Source: an optimization exercise on an open RTL-to-GDS flow (aim: small area). Production flows keep margins and buffers that such runs may drop. Only simulation tests tie the RTL to the original design; equivalence was not proved. Power is estimated from default activity; no workload was simulated.

==> flow/design.v <==
package decode_stage_p_pkg;
    localparam int DW_D   = 32;
    localparam int NREG_D = 32;
    localparam int PCW_D  = 12;
    localparam int CTLW_D = 9;
    localparam logic [5:0] OP_R    = 6'b000000;
    localparam logic [5:0] OP_LW   = 6'b100011;
    localparam logic [5:0] OP_SW   = 6'b101011;
    localparam logic [5:0] OP_BEQ  = 6'b000100;
    localparam logic [5:0] OP_ADDI = 6'b001000;
    localparam int C_REGDST   = 8;
    localparam int C_ALUSRC   = 7;
    localparam int C_MEMTOREG = 6;
    localparam int C_REGWRITE = 5;
    localparam int C_MEMREAD  = 4;
    localparam int C_MEMWRITE = 3;
    localparam int C_BRANCH   = 2;
    localparam int C_ALUOP    = 0;
    localparam logic [8:0] CTL_R    = 9'b100100010;
    localparam logic [8:0] CTL_LW   = 9'b011110000;
    localparam logic [8:0] CTL_SW   = 9'b010001000;
    localparam logic [8:0] CTL_BEQ  = 9'b000000101;
    localparam logic [8:0] CTL_ADDI = 9'b010100000;
    function automatic logic [8:0] decode_ctl(input logic [5:0] op);
        decode_ctl = op == OP_R    ? CTL_R    :
               op == OP_LW   ? CTL_LW   :
               op == OP_SW   ? CTL_SW   :
               op == OP_BEQ  ? CTL_BEQ  :
               op == OP_ADDI ? CTL_ADDI : 9'b0;
    endfunction
    function automatic logic uses_rt(input logic [5:0] op);
        uses_rt = op == OP_R || op == OP_SW || op == OP_BEQ;
    endfunction
endpackage
module regfile_p #(
    parameter int DW   = 32,
    parameter int NREG = 32,
    parameter int AW   = $clog2(NREG)
) (
    input  logic          clk,
    input  logic          rst_n,
    input  logic          i_ld,
    input  logic [AW-1:0] i_ra0,
    input  logic [AW-1:0] i_ra1,
    input  logic [DW-1:0] i_old0,
    input  logic [DW-1:0] i_old1,
    output logic [DW-1:0] o_rd0,
    output logic [DW-1:0] o_rd1,
    input  logic          i_we,
    input  logic [AW-1:0] i_wa,
    input  logic [DW-1:0] i_wd
);
    logic [DW-1:0]   r_mem [1:NREG-1];
    logic [NREG-1:1] r_vld;
    always_ff @(posedge clk or negedge rst_n) begin
        if (!rst_n)
            r_vld <= '0;
        else if (i_we && i_wa != '0)
            r_vld[i_wa] <= 1'b1;
    end
    always_ff @(posedge clk) begin
        if (i_we && i_wa != '0)
            r_mem[i_wa] <= i_wd;
    end
    logic byp0, byp1;
    logic [NREG-1:1] sel0, sel1;
    assign byp0 = i_we && i_wa == i_ra0 && i_ra0 != '0;
    assign byp1 = i_we && i_wa == i_ra1 && i_ra1 != '0;
    always_comb begin
        for (int i = 1; i < NREG; i++) begin
            sel0[i] = i_ld && !byp0 && r_vld[i] && i_ra0 == AW'(i);
            sel1[i] = i_ld && !byp1 && r_vld[i] && i_ra1 == AW'(i);
        end
    end
    localparam int NT = NREG + 1;             
    localparam int NG = (NT + 2) / 3;         
    for (genvar p = 0; p < 2; p++) begin : g_port
        logic [NT-1:0] s;
        assign s = p == 0 ? {!i_ld, i_ld && byp0, sel0} : {!i_ld, i_ld && byp1, sel1};
        for (genvar b = 0; b < DW; b++) begin : g_bit
            logic [3*NG-1:0] d, sx;
            for (genvar i = 1; i < NREG; i++) begin : g_term
                assign d[i-1] = r_mem[i][b];
            end
            assign d[NREG-1] = i_wd[b];
            assign d[NREG]   = p == 0 ? i_old0[b] : i_old1[b];
            assign sx[NT-1:0] = s;
            if (3 * NG > NT) begin : g_pad
                assign d[3*NG-1:NT]  = '0;
                assign sx[3*NG-1:NT] = '0;
            end
            logic [NG-1:0] g;
            for (genvar k = 0; k < NG; k++) begin : g_grp
                rf_aoi222 u_aoi (.a0(d[3*k]), .s0(sx[3*k]), .a1(d[3*k+1]), .s1(sx[3*k+1]),
                                 .a2(d[3*k+2]), .s2(sx[3*k+2]), .y(g[k]));
            end
            logic [2:0] h;
            rf_nand4 u_n0 (.a(g[0]), .b(g[1]), .c(g[2]),  .d(g[3]), .y(h[0]));
            rf_nand4 u_n1 (.a(g[4]), .b(g[5]), .c(g[6]),  .d(g[7]), .y(h[1]));
            rf_nand3 u_n2 (.a(g[8]), .b(g[9]), .c(g[10]), .y(h[2]));
            logic y;
            rf_or3 u_or (.a(h[0]), .b(h[1]), .c(h[2]), .y(y));
            if (p == 0) begin : g_o0
                assign o_rd0[b] = y;
            end else begin : g_o1
                assign o_rd1[b] = y;
            end
        end
    end
endmodule
module rf_aoi222 (
    input  logic a0, s0, a1, s1, a2, s2,
    output logic y
);
    assign y = !((a0 && s0) || (a1 && s1) || (a2 && s2));
endmodule
module rf_nand4 (
    input  logic a, b, c, d,
    output logic y
);
    assign y = !(a && b && c && d);
endmodule
module rf_nand3 (
    input  logic a, b, c,
    output logic y
);
    assign y = !(a && b && c);
endmodule
module rf_or3 (
    input  logic a, b, c,
    output logic y
);
    assign y = a || b || c;
endmodule
module decode_stage_p #(
    parameter int DW   = decode_stage_p_pkg::DW_D,
    parameter int NREG = decode_stage_p_pkg::NREG_D,
    parameter int PCW  = decode_stage_p_pkg::PCW_D,
    parameter int CTLW = decode_stage_p_pkg::CTLW_D
) (
    input  logic            clk,
    input  logic            rst_n,
    input  logic            if_valid,
    input  logic [31:0]     if_ir,
    input  logic [PCW-1:0]  if_npc,
    output logic            id_ready,
    input  logic            ex_ready,
    input  logic            flush,
    input  logic            wb_we,
    input  logic [$clog2(NREG)-1:0] wb_addr,
    input  logic [DW-1:0]   wb_data,
    output logic            idex_valid,
    output logic [DW-1:0]   idex_a,
    output logic [DW-1:0]   idex_b,
    output logic [DW-1:0]   idex_imm,
    output logic [$clog2(NREG)-1:0] idex_rt,
    output logic [$clog2(NREG)-1:0] idex_rd,
    output logic [PCW-1:0]  idex_npc,
    output logic [CTLW-1:0] idex_ctl
);
    localparam int AW = $clog2(NREG);
    logic [5:0]      w_op;
    logic [AW-1:0]   w_rs, w_rt, w_rd;
    logic [DW-1:0]   w_a, w_b, w_imm;
    logic [CTLW-1:0] w_ctl;
    logic            w_hazard, w_advance, w_load;
    logic            r_valid;
    logic [DW-1:0]   r_a, r_b, r_imm;
    logic [AW-1:0]   r_rt, r_rd;
    logic [PCW-1:0]  r_npc;
    logic [CTLW-1:0] r_ctl;
    assign w_op  = if_ir[31:26];
    assign w_rs  = AW'(if_ir[25:21]);
    assign w_rt  = AW'(if_ir[20:16]);
    assign w_rd  = AW'(if_ir[15:11]);
    assign w_imm = {{(DW-16){if_ir[15]}}, if_ir[15:0]};
    assign w_ctl = CTLW'(decode_stage_p_pkg::decode_ctl(w_op));
    regfile_p #(.DW(DW), .NREG(NREG), .AW(AW)) u_rf (
        .clk   (clk),
        .rst_n (rst_n),
        .i_ld  (w_load),
        .i_ra0 (w_rs),
        .i_ra1 (w_rt),
        .i_old0(r_a),
        .i_old1(r_b),
        .o_rd0 (w_a),
        .o_rd1 (w_b),
        .i_we  (wb_we),
        .i_wa  (wb_addr),
        .i_wd  (wb_data)
    );
    assign w_hazard  = r_valid && r_ctl[decode_stage_p_pkg::C_MEMREAD] && r_rt != '0 &&
                       (r_rt == w_rs || (decode_stage_p_pkg::uses_rt(w_op) && r_rt == w_rt));
    assign w_advance = !r_valid || ex_ready;
    assign w_load    = w_advance && !w_hazard && !flush;
    always_ff @(posedge clk or negedge rst_n) begin
        if (!rst_n) begin
            r_a <= '0;
            r_b <= '0;
        end else begin
            r_a <= w_a;
            r_b <= w_b;
        end
    end
    always_ff @(posedge clk or negedge rst_n) begin
        if (!rst_n) begin
            r_valid <= 1'b0;
            r_imm   <= '0;
            r_rt    <= '0;
            r_rd    <= '0;
            r_npc   <= '0;
            r_ctl   <= '0;
        end else if (flush || (w_advance && w_hazard)) begin
            r_valid <= 1'b0;
            r_ctl   <= '0;
        end else if (w_advance) begin
            r_valid <= if_valid;
            r_imm   <= w_imm;
            r_rt    <= w_rt;
            r_rd    <= w_rd;
            r_npc   <= if_npc;
            r_ctl   <= w_ctl;
        end
    end
    assign id_ready   = w_load;
    assign idex_valid = r_valid;
    assign idex_a     = r_a;
    assign idex_b     = r_b;
    assign idex_imm   = r_imm;
    assign idex_rt    = r_rt;
    assign idex_rd    = r_rd;
    assign idex_npc   = r_npc;
    assign idex_ctl   = r_ctl;
endmodule
clock: 5.0 ns
lec_check: 0
cap_margin: 20
core_margin: 2
core_utilization: 45
slew_margin: 20
synth_hierarchical: 1
standard.sh (not shown) runs the stock make flow with config.mk's settings and CLKGATE_MAP_FILE= SYNTH_SCRIPT=/design/flow/synth_recipe.tcl, a recipe that flattens the netlist after the stock synthesis.
==> flow/flow/run.sh <==
#!/bin/bash
# Standard ORFS layout with three changes: port buffers are buf_1, and the clock tree uses
# clkbuf_8 with larger sink clusters and no dummy loads. make's output goes to flow_make.log.
set -euo pipefail
bash standard.sh \
  "BUFFER_PORTS_ARGS=-buffer_cell sky130_fd_sc_hd__buf_1" \
  "CTS_ARGS=-sink_clustering_enable -repair_clock_nets -dont_use_dummy_load -buf_list sky130_fd_sc_hd__clkbuf_8 -sink_clustering_size 20 -sink_clustering_max_diameter 60" \
  finish > flow_make.log 2>&1
Change:
--- a/flow/design.v
+++ b/flow/design.v
@@ -25,12 +25,33 @@
         decode_ctl = op == OP_R    ? CTL_R    :
                op == OP_LW   ? CTL_LW   :
                op == OP_SW   ? CTL_SW   :
                op == OP_BEQ  ? CTL_BEQ  :
                op == OP_ADDI ? CTL_ADDI : 9'b0;
     endfunction
+    localparam logic [2:0] K_NONE = 3'b000;
+    localparam logic [2:0] K_R    = 3'b001;
+    localparam logic [2:0] K_BEQ  = 3'b010;
+    localparam logic [2:0] K_LW   = 3'b101;
+    localparam logic [2:0] K_SW   = 3'b110;
+    localparam logic [2:0] K_ADDI = 3'b111;
+    function automatic logic [2:0] decode_kind(input logic [5:0] op);
+        decode_kind = op == OP_R    ? K_R    :
+                op == OP_LW   ? K_LW   :
+                op == OP_SW   ? K_SW   :
+                op == OP_BEQ  ? K_BEQ  :
+                op == OP_ADDI ? K_ADDI : K_NONE;
+    endfunction
+    function automatic logic [8:0] kind_ctl(input logic [2:0] k);
+        logic r, lw, sw, beq;
+        r   = !k[2] && k[0];
+        beq = !k[2] && k[1];
+        lw  = k[2] && !k[1] && k[0];
+        sw  = k[2] && !k[0];
+        kind_ctl = {r, k[2], lw, k[0], lw, sw, beq, r, beq};
+    endfunction
     function automatic logic uses_rt(input logic [5:0] op);
         uses_rt = op == OP_R || op == OP_SW || op == OP_BEQ;
     endfunction
 endpackage
 module regfile_p #(
     parameter int DW   = 32,
@@ -159,25 +180,25 @@
     output logic [CTLW-1:0] idex_ctl
 );
     localparam int AW = $clog2(NREG);
     logic [5:0]      w_op;
     logic [AW-1:0]   w_rs, w_rt, w_rd;
     logic [DW-1:0]   w_a, w_b, w_imm;
-    logic [CTLW-1:0] w_ctl;
+    logic [2:0]      w_kind;
     logic            w_hazard, w_advance, w_load;
     logic            r_valid;
     logic [DW-1:0]   r_a, r_b, r_imm;
     logic [AW-1:0]   r_rt, r_rd;
     logic [PCW-1:0]  r_npc;
-    logic [CTLW-1:0] r_ctl;
+    logic [2:0]      r_kind;
     assign w_op  = if_ir[31:26];
     assign w_rs  = AW'(if_ir[25:21]);
     assign w_rt  = AW'(if_ir[20:16]);
     assign w_rd  = AW'(if_ir[15:11]);
     assign w_imm = {{(DW-16){if_ir[15]}}, if_ir[15:0]};
-    assign w_ctl = CTLW'(decode_stage_p_pkg::decode_ctl(w_op));
+    assign w_kind = decode_stage_p_pkg::decode_kind(w_op);
     regfile_p #(.DW(DW), .NREG(NREG), .AW(AW)) u_rf (
         .clk   (clk),
         .rst_n (rst_n),
         .i_ld  (w_load),
         .i_ra0 (w_rs),
         .i_ra1 (w_rt),
@@ -186,13 +207,13 @@
         .o_rd0 (w_a),
         .o_rd1 (w_b),
         .i_we  (wb_we),
         .i_wa  (wb_addr),
         .i_wd  (wb_data)
     );
-    assign w_hazard  = r_valid && r_ctl[decode_stage_p_pkg::C_MEMREAD] && r_rt != '0 &&
+    assign w_hazard  = r_valid && r_kind == decode_stage_p_pkg::K_LW && r_rt != '0 &&
                        (r_rt == w_rs || (decode_stage_p_pkg::uses_rt(w_op) && r_rt == w_rt));
     assign w_advance = !r_valid || ex_ready;
     assign w_load    = w_advance && !w_hazard && !flush;
     always_ff @(posedge clk or negedge rst_n) begin
         if (!rst_n) begin
             r_a <= '0;
@@ -206,29 +227,29 @@
         if (!rst_n) begin
             r_valid <= 1'b0;
             r_imm   <= '0;
             r_rt    <= '0;
             r_rd    <= '0;
             r_npc   <= '0;
-            r_ctl   <= '0;
+            r_kind  <= decode_stage_p_pkg::K_NONE;
         end else if (flush || (w_advance && w_hazard)) begin
             r_valid <= 1'b0;
-            r_ctl   <= '0;
+            r_kind  <= decode_stage_p_pkg::K_NONE;
         end else if (w_advance) begin
             r_valid <= if_valid;
             r_imm   <= w_imm;
             r_rt    <= w_rt;
             r_rd    <= w_rd;
             r_npc   <= if_npc;
-            r_ctl   <= w_ctl;
+            r_kind  <= w_kind;
         end
     end
     assign id_ready   = w_load;
     assign idex_valid = r_valid;
     assign idex_a     = r_a;
     assign idex_b     = r_b;
     assign idex_imm   = r_imm;
     assign idex_rt    = r_rt;
     assign idex_rd    = r_rd;
     assign idex_npc   = r_npc;
-    assign idex_ctl   = r_ctl;
-endmodule
+    assign idex_ctl   = CTLW'(decode_stage_p_pkg::kind_ctl(r_kind));
+endmodule
Outcome: Cell area shrinks slightly; sequential power barely changes; wire length shrinks by a few percent; combinational power shrinks by a few percent; total power barely changes; first-iteration DRC count is about the same; die area is about the same; cell count shrinks slightly; area after synthesis barely changes; via count shrinks by a few percent; clock skew shrinks by 0.020 ns; clock power grows slightly; synthesized cell count stays flat; global-route usage shrinks by 1.3 points.

[what the ideal ports hide]
The flow's constraints put no driver on any port. The routed layouts listed below were extracted and timed again, unchanged, in two steps.
Step 1 assumes that a clkbuf_16 drives the clock port and a buf_2 every other input.
Step 2 times the ports against the registers' clock, not the clock port: input delays grow and output delays shrink by t, the midpoint of the rising clock arrivals with the driver on.
a / b / c = no drivers / after step 1 / after step 2; a / b = the first two.
run	shift t [ns]	setup WS [ns]	worst slew at a driven data input, ns
the first run	0.800	0.099 / 0.099 / -0.263	0.06
the second run	0.794	0.475 / 0.475 / 0.011	0.05
Met with ideal ports but missed after step 2: setup timing in the first run. For the second run, which loses most, drivers alone change the setup slack by 0.000 ns; drivers and shift together by -0.464 ns.
